Context: an optimization exercise on an open-source flow, tuned for small area. The choices shown serve that exercise and are no tape-out recipe. The RTL was checked by simulation tests, not by an equivalence proof against the original design. No activity file was given, so power comes from the tool's default toggle rates.

==> design.v <==
`timescale 1ns/1ps
package nimplus_pkg;
   localparam int REG_ADDR_W = 8;      
   localparam int REG_DATA_W = 32;     
   localparam int SRC_SEL_W  = 8;      
   localparam int N_NIM_IN  = 8;
   localparam int N_LVDS_IN = 4;
   localparam int N_PULSE   = 2;       
   localparam int N_RJ45_IN = 8;       
   localparam int N_SMA     = 2;       
   localparam int N_NIM_OUT  = 4;
   localparam int N_RJ45_OUT = 12;     
   localparam int N_MUX      = N_NIM_OUT + 2*N_RJ45_OUT + N_SMA;       
   localparam int N_LOCAL_SRC = N_NIM_IN + N_LVDS_IN + N_PULSE;        
   localparam int N_ALL_SRC   = N_LOCAL_SRC + 2*N_RJ45_IN + N_SMA;     
   localparam int LEN_WIDTH = 6;       
   localparam int SRC_NIM_BASE    = 0;
   localparam int SRC_LVDS_BASE   = SRC_NIM_BASE + N_NIM_IN;           
   localparam int SRC_PULSE_BASE  = SRC_LVDS_BASE + N_LVDS_IN;         
   localparam int SRC_RJ45_1_BASE = SRC_PULSE_BASE + N_PULSE;          
   localparam int SRC_RJ45_2_BASE = SRC_RJ45_1_BASE + N_RJ45_IN;       
   localparam int SRC_SMA_BASE    = SRC_RJ45_2_BASE + N_RJ45_IN;       
   localparam int MUX_NIM_BASE    = 0;
   localparam int MUX_RJ45_1_BASE = MUX_NIM_BASE + N_NIM_OUT;          
   localparam int MUX_RJ45_2_BASE = MUX_RJ45_1_BASE + N_RJ45_OUT;      
   localparam int MUX_SMA_BASE    = MUX_RJ45_2_BASE + N_RJ45_OUT;      
   localparam logic [7:0] REG_CTRL     = 8'd0;     
   localparam logic [7:0] REG_PULSE0   = 8'd1;
   localparam logic [7:0] REG_PULSE1   = 8'd2;
   localparam logic [7:0] REG_MUX_BASE = 8'd16;    
   localparam int CTRL_SOFT_RST_BIT = 0;
   localparam int PULSE_LEN_LSB     = 16;    
   localparam int MUX_INV_BIT       = 8;     
   localparam int                   DEF_PULSE_PERIOD = 0;
   localparam logic [LEN_WIDTH-1:0] DEF_PULSE_LENGTH = '0;
   localparam logic [SRC_SEL_W-1:0] DEF_MUX_SEL      = '0;
   localparam logic                 DEF_MUX_INVERT   = 1'b0;
endpackage
`timescale 1ns/1ps
module param_regs
(
   input  logic              clk_160,
   input  logic              rst,
   input  logic [7:0]        reg_addr,
   input  logic [31:0]       reg_wdata,
   input  logic              reg_we,
   input  logic              reg_re,
   output logic [31:0]       reg_rdata,
   output logic              reg_rack,
   output logic              clr,
   output logic [1:0][15:0]  pulse_period_s,    
   output logic [1:0][5:0]   pulse_length_s,    
   output logic [29:0][7:0]  mux_sel,
   output logic [29:0]       mux_invert
);
   logic        soft_rst;
   logic [29:0] match;           
   logic [1:0]  match_p;         
   logic [29:0] ld, ld_n;        
   logic [1:0]  ldp, ldp_n;      
   logic [29:0] rhit;            
   logic [1:0]  rhit_p;          
   logic        hold;            
   logic [8:0]  wd;              
   logic [15:0] wdp_s;           
   logic [5:0]  wdl_s;           
   assign clr   = rst | soft_rst;
   assign wd    = reg_wdata[8:0] & {9{~clr}};
   assign wdp_s = (reg_wdata[15:0] & {16{~clr}}) ^ 16'h5555;
   assign wdl_s = (reg_wdata[21:16] & {6{~clr}}) ^ 6'h15;
   assign hold  = !reg_re && !rst;
   always_comb
   begin
      for (int n = 0; n < 30; n++)
      begin
         match[n] = (reg_addr == 8'(16 + n));
         ld[n]    = clr || (reg_we && match[n]);
         ld_n[n]  = !ld[n];
         rhit[n]  = reg_re && !rst && match[n];
      end
      for (int p = 0; p < 2; p++)
      begin
         match_p[p] = (reg_addr == 8'(1 + p));
         ldp[p]     = clr || (reg_we && match_p[p]);
         ldp_n[p]   = !ldp[p];
         rhit_p[p]  = reg_re && !rst && match_p[p];
      end
   end
   logic [29:0][8:0]  mux_d;
   logic [1:0][15:0]  per_d;
   logic [1:0][5:0]   len_d;
   logic [29:0][8:0]  mux_q;     
   for (genvar n = 0; n < 30; n++)
   begin : g_mux
      for (genvar j = 0; j < 9; j++)
      begin : g_bit
         ao22 st_i (.a1(ld[n]), .a2(wd[j]), .b1(ld_n[n]), .b2(mux_q[n][j]), .y(mux_d[n][j]));
      end
      assign mux_sel[n]    = mux_q[n][7:0];
      assign mux_invert[n] = mux_q[n][8];
   end
   for (genvar p = 0; p < 2; p++)
   begin : g_pulse
      for (genvar b = 0; b < 16; b++)
      begin : g_per
         ao22 st_i
         (
            .a1(ldp[p]), .a2(wdp_s[b]), .b1(ldp_n[p]), .b2(pulse_period_s[p][b]),
            .y (per_d[p][b])
         );
      end
      for (genvar b = 0; b < 6; b++)
      begin : g_len
         ao22 st_i
         (
            .a1(ldp[p]), .a2(wdl_s[b]), .b1(ldp_n[p]), .b2(pulse_length_s[p][b]),
            .y (len_d[p][b])
         );
      end
   end
   always_ff @(posedge clk_160)
   begin
      mux_q          <= mux_d;
      pulse_period_s <= per_d;
      pulse_length_s <= len_d;
   end
   logic [29:0][8:0] rfield;
   logic [21:0]      pw0, pw1;   
   logic [8:0][10:0] rgrp;       
   logic [8:0]       rd_lo;
   logic [21:9]      rd_hi;      
   logic [21:0]      rdata_q;
   assign pw0 = {pulse_length_s[0], pulse_period_s[0]} ^ 22'h155555;
   assign pw1 = {pulse_length_s[1], pulse_period_s[1]} ^ 22'h155555;
   assign rfield = mux_q;
   for (genvar b = 0; b < 9; b++)
   begin : g_rbit
      for (genvar k = 0; k < 10; k++)
      begin : g_grp
         aoi222 aoi_i
         (
            .a0(rhit[3*k]),   .b0(rfield[3*k][b]),
            .a1(rhit[3*k+1]), .b1(rfield[3*k+1][b]),
            .a2(rhit[3*k+2]), .b2(rfield[3*k+2][b]),
            .y (rgrp[b][k])
         );
      end
      assign rgrp[b][10] = !((rhit_p[0] && pw0[b]) || (rhit_p[1] && pw1[b]) || (hold && rdata_q[b]));
      assign rd_lo[b] = !(&rgrp[b]);
   end
   for (genvar b = 9; b < 22; b++)
   begin : g_rpulse
      assign rd_hi[b] = (rhit_p[0] && pw0[b]) || (rhit_p[1] && pw1[b]) || (hold && rdata_q[b]);
   end
   always_ff @(posedge clk_160)
   begin
      rdata_q[8:0]  <= rd_lo;
      rdata_q[21:9] <= rd_hi;
   end
   assign reg_rdata = {10'd0, rdata_q};
   always_ff @(posedge clk_160)
   begin
      if (rst)
      begin
         soft_rst <= 1'b0;
         reg_rack <= 1'b0;
      end
      else
      begin
         soft_rst <= reg_we && (reg_addr == 8'd0) && reg_wdata[0] && !soft_rst;
         reg_rack <= reg_re;
      end
   end
endmodule
module ao22
(
   input  logic a1, a2, b1, b2,
   output logic y
);
   assign y = (a1 && a2) || (b1 && b2);
endmodule
module aoi222
(
   input  logic a0, b0, a1, b1, a2, b2,
   output logic y
);
   assign y = !((a0 && b0) || (a1 && b1) || (a2 && b2));
endmodule
`timescale 1ns/1ps
module pulse_gen
(
   input  logic        clk_160,
   input  logic        clr,          
   input  logic [15:0] period_s,     
   input  logic [5:0]  length_s,     
   output logic        pulse
);
   localparam logic [15:0] ODD = 16'haaaa;
   logic [15:0] cnt_s;
   logic [15:0] inc_s;           
   logic [16:0] c;               
   logic [16:0] g;               
   logic [6:0]  gl;              
   logic        wrap;
   assign inc_s[0] = !cnt_s[0];
   assign c[1]     = cnt_s[0];
   for (genvar i = 1; i < 16; i++)
   begin : g_inc
      if (i % 2 == 0)
      begin : g_even
         half_add ha_i (.a(cnt_s[i]), .b(c[i]), .s(inc_s[i]), .co(c[i+1]));
      end
      else
      begin : g_odd
         assign inc_s[i] = cnt_s[i] ^ c[i];
         assign c[i+1]   = !cnt_s[i] && c[i];
      end
   end
   assign g[0] = 1'b1;
   assign g[1] = !(cnt_s[0] || period_s[0]);
   for (genvar i = 1; i < 16; i++)
   begin : g_cmp
      maj3n maj_i (.a(cnt_s[i]), .b(period_s[i]), .c(g[i]), .y(g[i+1]));
   end
   assign wrap = g[16];
   assign gl[0] = 1'b0;
   assign gl[1] = !(cnt_s[0] && length_s[0]);
   for (genvar i = 1; i < 6; i++)
   begin : g_lcmp
      maj3n maj_i (.a(cnt_s[i]), .b(length_s[i]), .c(gl[i]), .y(gl[i+1]));
   end
   always_ff @(posedge clk_160)
   begin
      if (clr || wrap)
         cnt_s <= 16'd1 ^ ODD;
      else
         cnt_s <= inc_s;
      if (clr)
         pulse <= 1'b0;
      else
         pulse <= (period_s != ~ODD) && ((cnt_s[15:6] ^ ODD[15:6]) == '0) && !gl[6];
   end
endmodule
module half_add
(
   input  logic a, b,
   output logic s, co
);
   assign s  = a ^ b;
   assign co = a & b;
endmodule
module maj3n
(
   input  logic a, b, c,
   output logic y
);
   assign y = !((a & b) | (a & c) | (b & c));
endmodule
`timescale 1ns/1ps
module output_router
(
   input  logic              clk_160,
   input  logic              rst,
   input  logic [31:0]       sources,
   input  logic [29:0][7:0]  mux_sel,
   input  logic [3:0]        nim_inv,
   output logic [29:0]       chan
);
   logic [29:0] val;
   for (genvar ch = 0; ch < 4; ch++)
   begin : g_nim
      logic [7:0] s;
      logic [3:0] l1;
      logic       m;
      assign s = mux_sel[ch];
      for (genvar k = 0; k < 3; k++)
      begin : g_l1
         mux4 mux4_i (.d(sources[4*k +: 4]), .s(s[1:0]), .y(l1[k]));
      end
      assign l1[3] = !s[1] && (s[0] ? sources[13] : sources[12]);
      mux4 mux4_m (.d(l1), .s(s[3:2]), .y(m));
      assign val[ch] = nim_inv[ch] ^ ((s[7:4] == 4'd0) && m);
   end
   for (genvar ch = 4; ch < 30; ch++)
   begin : g_wide
      logic [7:0] s;
      logic [7:0] l1;
      logic [1:0] l2;
      assign s = mux_sel[ch];
      for (genvar k = 0; k < 8; k++)
      begin : g_l1
         mux4 mux4_i (.d(sources[4*k +: 4]), .s(s[1:0]), .y(l1[k]));
      end
      mux4 mux4_a (.d(l1[3:0]), .s(s[3:2]), .y(l2[0]));
      mux4 mux4_b (.d(l1[7:4]), .s(s[3:2]), .y(l2[1]));
      assign val[ch] = (s[7:5] == 3'd0) && (s[4] ? l2[1] : l2[0]);
   end
   always_ff @(posedge clk_160)
   begin
      if (rst)
         chan <= '0;
      else
         chan <= val;
   end
endmodule
module mux4
(
   input  logic [3:0] d,
   input  logic [1:0] s,
   output logic       y
);
   assign y = d[s];
endmodule
`timescale 1ns/1ps
module rtf_nimplus
(
   input  logic        clk_160,
   input  logic        rst,
   input  logic [7:0]  nim_in,
   input  logic [3:0]  lvds_in,
   input  logic [7:0]  rj45_in_1,
   input  logic [7:0]  rj45_in_2,
   input  logic [1:0]  sma_in,
   input  logic [7:0]  reg_addr,
   input  logic [31:0] reg_wdata,
   input  logic        reg_we,
   input  logic        reg_re,
   output logic [31:0] reg_rdata,
   output logic        reg_rack,
   output logic [3:0]  nim_out,
   output logic [11:0] rj45_out_1,
   output logic [11:0] rj45_out_2,
   output logic [1:0]  sma_out
);
   logic             clr;
   logic [1:0][15:0] pulse_period_s;
   logic [1:0][5:0]  pulse_length_s;
   logic [29:0][7:0] mux_sel;
   logic [29:0]      mux_invert;
   logic [1:0]       pulse;
   logic [31:0]      sources;
   logic [29:0]      chan;
   assign sources = {sma_in, rj45_in_2, rj45_in_1, pulse, lvds_in, nim_in};
   param_regs param_regs_i
   (
      .clk_160      (clk_160),
      .rst          (rst),
      .reg_addr     (reg_addr),
      .reg_wdata    (reg_wdata),
      .reg_we       (reg_we),
      .reg_re       (reg_re),
      .reg_rdata    (reg_rdata),
      .reg_rack     (reg_rack),
      .clr          (clr),
      .pulse_period_s (pulse_period_s),
      .pulse_length_s (pulse_length_s),
      .mux_sel      (mux_sel),
      .mux_invert   (mux_invert)
   );
   for (genvar g = 0; g < 2; g++)
   begin : g_pulse
      pulse_gen pulse_gen_i
      (
         .clk_160 (clk_160),
         .clr     (clr),
         .period_s (pulse_period_s[g]),
         .length_s (pulse_length_s[g]),
         .pulse   (pulse[g])
      );
   end
   output_router output_router_i
   (
      .clk_160 (clk_160),
      .rst     (rst),
      .sources (sources),
      .mux_sel (mux_sel),
      .nim_inv (mux_invert[3:0]),
      .chan    (chan)
   );
   assign nim_out    = chan[3:0];
   assign rj45_out_1 = chan[15:4];
   assign rj45_out_2 = chan[27:16];
   assign sma_out    = chan[29:28];
endmodule
==> flow/run.sh <==
#!/bin/bash
# Layout: the standard ORFS flow (standard.sh), with two changes to how
# the layout is made:
#  - port buffers use the smallest buffer cell (buf_1)
#  - clock tree: clkbuf_8 only, clusters of up to 15 sinks, no dummy loads
# Every tool's output goes to flow.log here; ORFS keeps its per-step logs
# under orfs/logs.
set -euo pipefail
export BUFFER_PORTS_ARGS="-buffer_cell sky130_fd_sc_hd__buf_1"
export CTS_ARGS="-sink_clustering_enable -repair_clock_nets -sink_clustering_size 15 -sink_clustering_max_diameter 60 -buf_list sky130_fd_sc_hd__clkbuf_8 -dont_use_dummy_load"
bash standard.sh > flow.log 2>&1
==> standard.sh <==
#!/bin/bash
# synth_recipe.tcl (not shown) runs the flow's synth.tcl, then flattens the netlist and writes it again
# the make line also repeats each setting of config.mk as NAME=value (left out here)
make -C /OpenROAD-flow-scripts/flow DESIGN_CONFIG=/design/flow/config.mk WORK_HOME=/design/flow/orfs CLKGATE_MAP_FILE= SYNTH_SCRIPT=/design/flow/synth_recipe.tcl "${@:-finish}"
==> config.mk <==
export PLATFORM = sky130hd
export DESIGN_NAME = rtf_nimplus
export DESIGN_NICKNAME = rtf_nimplus
export VERILOG_FILES = /design/flow/design.v
export SDC_FILE = /design/flow/constraint.sdc
export NUM_CORES = 4
export LEC_CHECK = 0
export CAP_MARGIN = 20
export CORE_MARGIN = 2
export CORE_UTILIZATION = 60
export GPL_TIMING_DRIVEN = 0
export PLACE_DENSITY = 0.75
export SLEW_MARGIN = 20
export SYNTH_HIERARCHICAL = 1
export SYNTH_MINIMUM_KEEP_SIZE = 0
==> constraint.sdc <==
create_clock -name core_clock -period 5.0 [get_ports {clk_160}]
set_input_delay 1.0000 -clock core_clock [delete_from_list [all_inputs] [get_ports {clk_160}]]
set_output_delay 1.0000 -clock core_clock [all_outputs]
set_load 0.01 [all_outputs]
==> summary.txt <==
CTS
  • CTS clk-pin slew, worst paths: about 100 ps
  • Clock latency (worst-skew pair): between 600 and 700 ps
  • Clock Tree Buf Depth: 3
  • Hold-fix buffer count after cts: 0
  • CTS buffer count: 37
  • CTS tree: done
  • CTS root buf: clkbuf_8
  • Clk sinks: 402
  • H-tree Lvls: 2

Route
  • Vias/cell: between 8 and 9
  • Drt drc: 0
  • Initial drt markers: approximately 3,500
  • Met1 wire length: ~28 mm
  • DR vias: 19,400
  • Met3 Wirelength: 12.1 mm
  • DR top layer: met5
  • TritonRoute pass-1 iters: 12
  • Routed WL: around 79 mm
  • Final ANT Viol Nets: 0
  • Met2 wire length: around 34 mm
  • Wire per inst: about 34 µm

Timing
  • Final slew viol count: 0
  • Fin crit period: between 4000 and 5000 ps
  • Least-Margin Pin Slew: roughly 1200 ps
  • Max Clk Rate: about 210 MHz
  • Final setup viols: 0
  • Clk_skew: around 57 ps
  • Final hold violation count: 0
  • Period utilization: 93.6%
  • Relative max-transition margin: 19.6%

Logic synthesis
  • Post-synthesis async set-or-reset flop share: 0%
  • Area share of the largest cell type after synthesis: 37.1%
  • Area contributors post-synth: dfxtp_1, mux4_2, a22o_1
  • Gate Count Post-Synth: roughly 1,700
  • Synth Area in Adders: under 10%
  • Post-Synth Simple-Gate Area: under 10%
  • Syn. warnings: 9
  • FF+latch count, synth: roughly 400
  • Seq/Total Area, Yosys: 37.1%
  • Largest family of logic cells by synthesized area: multiplexers
  • Synth Area in XOR/XNOR: 0.0807%
  • Top_reg_cell synth: dfxtp_1
  • Netlist cell types: between 40 and 50
  • Post-synth top area cell: dfxtp_1
  • Mux share of post-synthesis cell area: a little under a third
  • Synth Area in Compound Gates: between 20 and 25%
  • EDFF count, synth: 0
  • Mean post-synth cell area: approximately 13 µm²
  • Synthesized area: ~22,000 µm²

Worst setup path
  • WP data arrival: approximately 5200 ps
  • Critical-path maximum fanout: 7
  • Worst setup SP type: flip-flop
  • Crit path max-delay family: compound AO/OA/AOI/OAI gates
  • CP Buf/Inv Count: 2
  • Required time worst endpoint: between 5000 and 6000 ps
  • Cell mode on critical path: a21o_1
  • CP max-delay cell: dfxtp_2
  • Worst setup path category: reg2reg
  • Max stage delay on crit path: between 300 and 400 ps
  • Worst Setup End Kind: flip-flop

Die
  • Initial Util: between 60% and 70%
  • Full die area: between 30,000 and 40,000 µm²
  • Die span in x: between 150 and 200 µm
  • IO Pins: about 140
  • Die Height: 194 µm
  • Core area: between 30,000 and 40,000 µm²
  • # rows: 69

Global route
  • Total congestion overflow: 0
  • Vias in the first global route: 18,600
  • Largest net degree at the start of global routing: 31
  • GRT Total Usage: 40.3%
  • Global-route wire length before repair: about 120 mm
  • Antenna violations before repair: 5

Layout
  • FILL cells: around 2,700
  • Final Cell Area: roughly 24,000 µm²
  • Commonest non-fill, non-tap cell in the layout: dfxtp_1
  • Most frequent cells in the layout: dfxtp_1, a22o_1, mux4_2
  • Nets: slightly below 2,000
  • Synthesis-to-finish area growth: 9.19%
  • Share of layout cells above drive strength 1: 23.8%

Power and ir drop
  • Total Power: around 7.1 mW
  • PD cells: roughly 300 nW/µm²
  • Peak VDD IR: between 0.3 and 0.4 mV
  • Switch Pwr: about 2.2 mW
  • Seq pwr share: a little over half
  • Internal: 4.92 mW
  • Comb pwr share: between 20% and 30%
  • Switch share: 30.5%
  • LEAKAGE: 8.59 nW
  • Clock group share of total power: roughly a quarter

Placed design
  • Final HPWL from detailed placement: 50.9 mm
  • Routability cong.: 1.03
  • Placed instance area: between 20,000 and 25,000 µm²
  • I/O Buffers: 116

Run status
  • Run status: complete, no violations

Run
  • Total of max-cap violations: 0

Worst hold path
  • Hold Crit Class: reg2reg
[modules after synthesis (local to each module, per instance), excerpt]
module | flip-flops and latches | cell area, µm² | copies in the design | cells
half_add | 0 | 12.5 | 14 | 1
param_regs | 338 | 8500 | 1 | 646
output_router | 30 | 1340 | 1 | 139
pulse_gen | 17 | 654 | 2 | 62
ao22 | 0 | 8.76 | 314 | 1
maj3n | 0 | 12.5 | 40 | 2
[cells by family (layout without fill, tap and decap cells)]
family	Yosys count	count (layout)
other cells	1	13
mux	306	306
flops	402	402
compound gates	607	607
fa+ha+maj	28	28
simple gates	273	273
buf+inv	64	236
xor+xnor	2	2
[power by group through the flow]
stage	clock network (mW)	registers, mW	logic [mW]
2_1_floorplan	0	3.79	0.989
3_3_place_gp	0	3.87	1.34
3_5_place_dp	0	3.89	1.42
4_1_cts	1.76	3.81	1.42
5_1_grt	1.88	3.87	1.54
6_report	1.77	3.82	1.49
[worst reg2reg max path, delay by kind of cell (launching register included)]
| family | cells | cell delay [ps] |
|---|---|---|
| DFF | 1 | 370 |
| buffers and inverters | 2 | 310 |
| AOI/OAI and AO/OA | 30 | 3650 |
| and+or+nand+nor | 3 | 260 |
[per-layer routing]
layer | up-vias | GRT usage [%]
met5 | - | 1.79
met4 | 8 | 21.1
met3 | 434 | 14.8
met2 | 1781 | 58.7
met1 | 9467 | 52.7
li1 | 7715 | -
[stage by stage]
stage	util [%]	hold WS, ps	cells	setup TNS, ps	worst slack, ps
2_1_floorplan	-	388	1692	0	642
3_3_place_gp	63.9	412	2269	-3840	-129
3_5_place_dp	64.7	419	2281	0	128
4_1_cts	66.1	442	2318	0	79.4
5_1_grt	66.6	452	2325	-687	-85.9
6_report	66.6	428	2328	0	321
[area by class of cell]
cell class	instances	area [µm²]	share of cell area [%]
Antenna cell	3	7.51	0.0317
Timing Repair Buffer	135	744	3.14
Buffer	39	218	0.919
Sequential cell	402	8060	34.0
Multi-Input combinational cell	1226	13500	56.9
Inverter	25	93.8	0.396
Clock buffer	37	509	2.15
Tap cell	461	577	2.43
[path summary, 6_finish.rpt]
path,start,to,slack [ps],depth (start not counted)
max,param_regs_i.pulse_period_s[16],g_pulse[1].pulse_gen_i.cnt_s[6],320,35
min reg2reg,g_pulse[1].pulse_gen_i.cnt_s[0],g_pulse[1].pulse_gen_i.cnt_s[0],430,1
min,g_pulse[1].pulse_gen_i.cnt_s[0],g_pulse[1].pulse_gen_i.cnt_s[0],430,1
max reg2reg,param_regs_i.pulse_period_s[16],g_pulse[1].pulse_gen_i.cnt_s[6],320,35
[cells in the mapped netlist, types with 8 or more instances]
cell       count
mux2i_1       30
a21oi_1       32
dfxtp_1      402
a22o_1       314
mux4_2       276
nand3_1        9
a21o_1        40
nand4_1       20
and2_1        25
nand2_1       62
nor3_1         8
a222oi_1      90
nor2_1        72
a22oi_1       11
inv_1         25
buf_4         13
nor4_1         8
o21ai_0       82
a2111oi_0      9
clkbuf_1      19
or4_1         26
ha_1          28
nand2b_1       8
[sequential cells by signal, indices dropped and copies added, names as in the netlist]
name / cells
param_regs_i.reg_rack: 1
param_regs_i.rdata_q: 22
output_router_i.chan: 30
g_pulse.pulse_gen_i.cnt_s: 32
param_regs_i.pulse_length_s: 12
g_pulse.pulse_gen_i.pulse: 2
param_regs_i.soft_rst: 1
param_regs_i.mux_q: 270
param_regs_i.pulse_period_s: 32
[repair_timing]
action                                 in CTS  in global routing
setup endpoints to repair                   0                 32
setup buffers                               0                  5
resized for setup                           0                 49
endpoints found under the hold margin       0                  0

re-timing with driven ports:
How much do the figures lean on ideal ports? The routed layout below was timed once more, with nothing changed but the port constraints.
Step 1, drivers: a clkbuf_16 drives clk_160 and a buf_2 each remaining input, both assumed.
Step 2 times the ports against the registers' clock, not the clock port: input delays grow and output delays shrink by t, the midpoint of the rising clock arrivals with the driver on.
Slacks: no drivers / after step 1 / after step 2; pairs: no drivers / after step 1.
shift t [ns]: 0.642
setup slack, ns: 0.321 / 0.321 / 0.321
worst setup path after step 2: register to register
worst register clock-pin slew, ns: 0.10 / 0.10
pins driven straight from the clock port: 1
After both steps setup and hold are still met in this run. The setup slack of this run moves by 0.000 ns with the drivers and by 0.000 ns with both steps.
